This design comes from an exercise in tuning for small area, a short achievable clock period and few clock cycles per item on the open sky130 flow, not from production work. In this exercise RTL edits were held to simulation tests only and were not proved equivalent to the original. Power is estimated from default activity; no workload was simulated.

lane 1:
## multi_sensor_pulse_width_window_unit
module multi_sensor_pulse_width_window_unit #(
  parameter int unsigned SENSOR_COUNT = 12,
  parameter int unsigned WIDTH_BITS   = 24
) (
  input  logic        clk_i,
  input  logic        rst_ni,
  input  logic        cfg_we_i,
  input  logic [0:0]  cfg_index_i,
  input  logic [15:0] cfg_data_i,
  input  logic        s_axis_tvalid,
  output logic        s_axis_tready,
  input  logic [15:0] s_axis_tdata,
  output logic        m_axis_tvalid,
  input  logic        m_axis_tready,
  output logic [63:0] m_axis_tdata,
  output logic        m_axis_tlast
);
  logic                                clr, accept_en;
  logic [mspw_pkg::INC_W-1:0]          inc;
  logic [mspw_pkg::SENSORS-1:0]        rsel;
  logic [mspw_pkg::WIDTH_BITS-1:0]     rdata;
  mspw_ctrl u_ctrl (
    .clk_i       (clk_i),
    .rst_ni      (rst_ni),
    .cfg_we_i    (cfg_we_i),
    .cfg_index_i (cfg_index_i[0]),
    .cfg_data_i  (cfg_data_i),
    .in_valid_i  (s_axis_tvalid),
    .in_ready_o  (s_axis_tready),
    .out_valid_o (m_axis_tvalid),
    .out_ready_i (m_axis_tready),
    .out_data_o  (m_axis_tdata),
    .out_last_o  (m_axis_tlast),
  ...
clock: 5.5 ns
lec_check: 0
cap_margin: 20
core_margin: 2
core_utilization: 60
cts_buf_list: sky130_fd_sc_hd__clkbuf_8
cts_cluster_size: 30
setup_slack_margin: 3.0
slew_margin: 20
run.sh (not shown) runs the stock make flow with config.mk's settings and CLKGATE_MAP_FILE= SYNTH_SCRIPT=/design/flow/synth_recipe.tcl, a recipe that flattens the netlist after the stock synthesis.
In summary, lane 1 completed successfully, with a layout that passed the timing, design-rule and antenna checks.
Testbench counts of lane 1, summed over its fixed seeds: cycles 31,667, windows 320.
Input changes introduced in lane 2 (baseline for comparison: lane 1):
- CTS_BUF_LIST no longer set, was sky130_fd_sc_hd__clkbuf_8
- CTS_CLUSTER_SIZE now 25, was 30
- CTS_CLUSTER_DIAMETER now 80, previously not set
- SETUP_SLACK_MARGIN now 3.3, was 3.0
- CORE_UTILIZATION now 70, was 60
==> comparison <==
In the flow results for lane 1 and lane 2, the largest fanout of any net on the critical path is smaller on lane 1.
Core util | lane 2 vs lane 1 | lane 2 higher
The run showing the smaller routed wire length is lane 1.
As far as I/O pin count goes, lane 2 and lane 1 are indistinguishable; the numbers are identical.
Via count up 702 in lane 2 wrt lane 1
Lane 2 gives more met3 routed wirelength than lane 1 did.
Lane 2 vs. lane 1: fraction of met2 tracks used by global routing went up by 13 points.
Sort lane 1 and lane 2 by via count of the first global-routing pass asc -> top: lane 1
Side by side, final clock period utilization by the worst path turned out higher in lane 2 than in lane 1.
Row proportion of power drawn by combinational gates: lane 2 higher / lane 1 lower
Input changes introduced in lane 3 (baseline for comparison: lane 2):
- SETUP_SLACK_MARGIN changed from 3.3 to 3.2
==> comparison <==
Per the comparison of lane 3 with lane 2, clock share of power +0.2 points, cell area -240 um2.
Relative area change from synthesis to final layout (lane 3 over lane 2): decrease, 1.1 points
In the reports for lane 3 and lane 2, the smaller combinational cell fraction of total power belongs to lane 3.
Compared to lane 2, lane 3 shows a wider setup margin.
Lane 3 vs lane 2, buffers inserted during post-CTS setup optimization went down by 6.3%.
Lane 3 against lane 2: final net count level, time the final worst path needs with I/O delays and setup went down, share of the core filled with cells in the final layout decreased 0.78 points, maximum frequency picked up an extra about 1.7%, total design power now smaller.
--- input diff lane 3..lane 4 ---
- setting ABC_AREA to 1 for the first time
- changing SETUP_SLACK_MARGIN from 3.2 to 3.0
==> results.txt <==
- [compare] base=lane 3 new=lane 4: mean cell area of the mapped netlist saw a decrease, cell count of the worst hold path down 1, overall power consumption now larger.
- In terms of area used by sequential logic in the layout, lane 4 and lane 3 differ only marginally.
- Lane 4 against lane 3: placed cell area climbed 2.4%, final non-filler cell total climbed 602, fraction of the cycle the final worst path needs climbed 1.1 points, buffering stage count on the worst path with inverters included dropped 1.

* * *

main:
Starting RTL as in the previous note.
Settings: LEC_CHECK=0, ABC_AREA=1, CAP_MARGIN=20, CORE_MARGIN=2, CORE_UTILIZATION=70, CTS_CLUSTER_DIAMETER=80, CTS_CLUSTER_SIZE=25, SETUP_SLACK_MARGIN=3.2, SLEW_MARGIN=20; clock period 5.5 ns.
Testbench counts of main, summed over its fixed seeds: cycles 31,667, windows 320.
The following lists how the feature branch was set up differently from main:
Settings: SETUP_SLACK_MARGIN: 3.2 -> 3.4.
Findings:
Across the feature branch and main, none had a timing, DRC or antenna violation. Relative to main, the layout net count of the feature branch is higher by 1.5%. What the feature branch reported for final wirelength has to be multiplied by 0.944 to get the figure for main. main ended up with u_ctrl.cur_q[1] as its startpoint of the worst setup timing path; the feature branch ended up with u_ctrl.cur_q[19]. Sort the feature branch and main by delay of the slowest critical-path stage desc -> top: main. Delta(total length of routed met2 wires, the feature branch - main) > 0. Total power of the final layout grows slightly when moving from main to the feature branch. | critical path depth | the feature branch vs main | 10 lower |.

-- afterwards: timing with drivers on the ports --
In the flow no input, the clock included, has a driving cell. The finished layouts below were timed again as built, in two steps.
Step 1, drivers: a clkbuf_16 drives clk_i and a buf_2 each remaining input, both assumed.
Step 2 adds t to the input delays and takes it off the output delays; t is the mean of the earliest and latest rising clock arrival at the registers after step 1. Input paths then give back, and output paths get back, about the clock's delay inside the block.
Three values: ideal ports, drivers, drivers and shift; two values: the first two.
run	t (ns)	setup WS [ns]	pins driven straight from the clock port
lane 1	0.664	3.028 / 2.977 / 2.429	1
lane 2	0.598	3.000 / 2.989 / 2.658	1
lane 3	0.591	3.042 / 3.042 / 2.646	1
lane 4	0.604	2.979 / 2.979 / 2.487	1
main	0.619	3.151 / 3.144 / 2.662	1
the feature branch	0.613	3.133 / 3.075 / 2.622	1
After both steps setup and hold are still met in every run listed. The setup slack of lane 1, which loses most, moves by -0.051 ns with the drivers and by -0.599 ns with both steps.
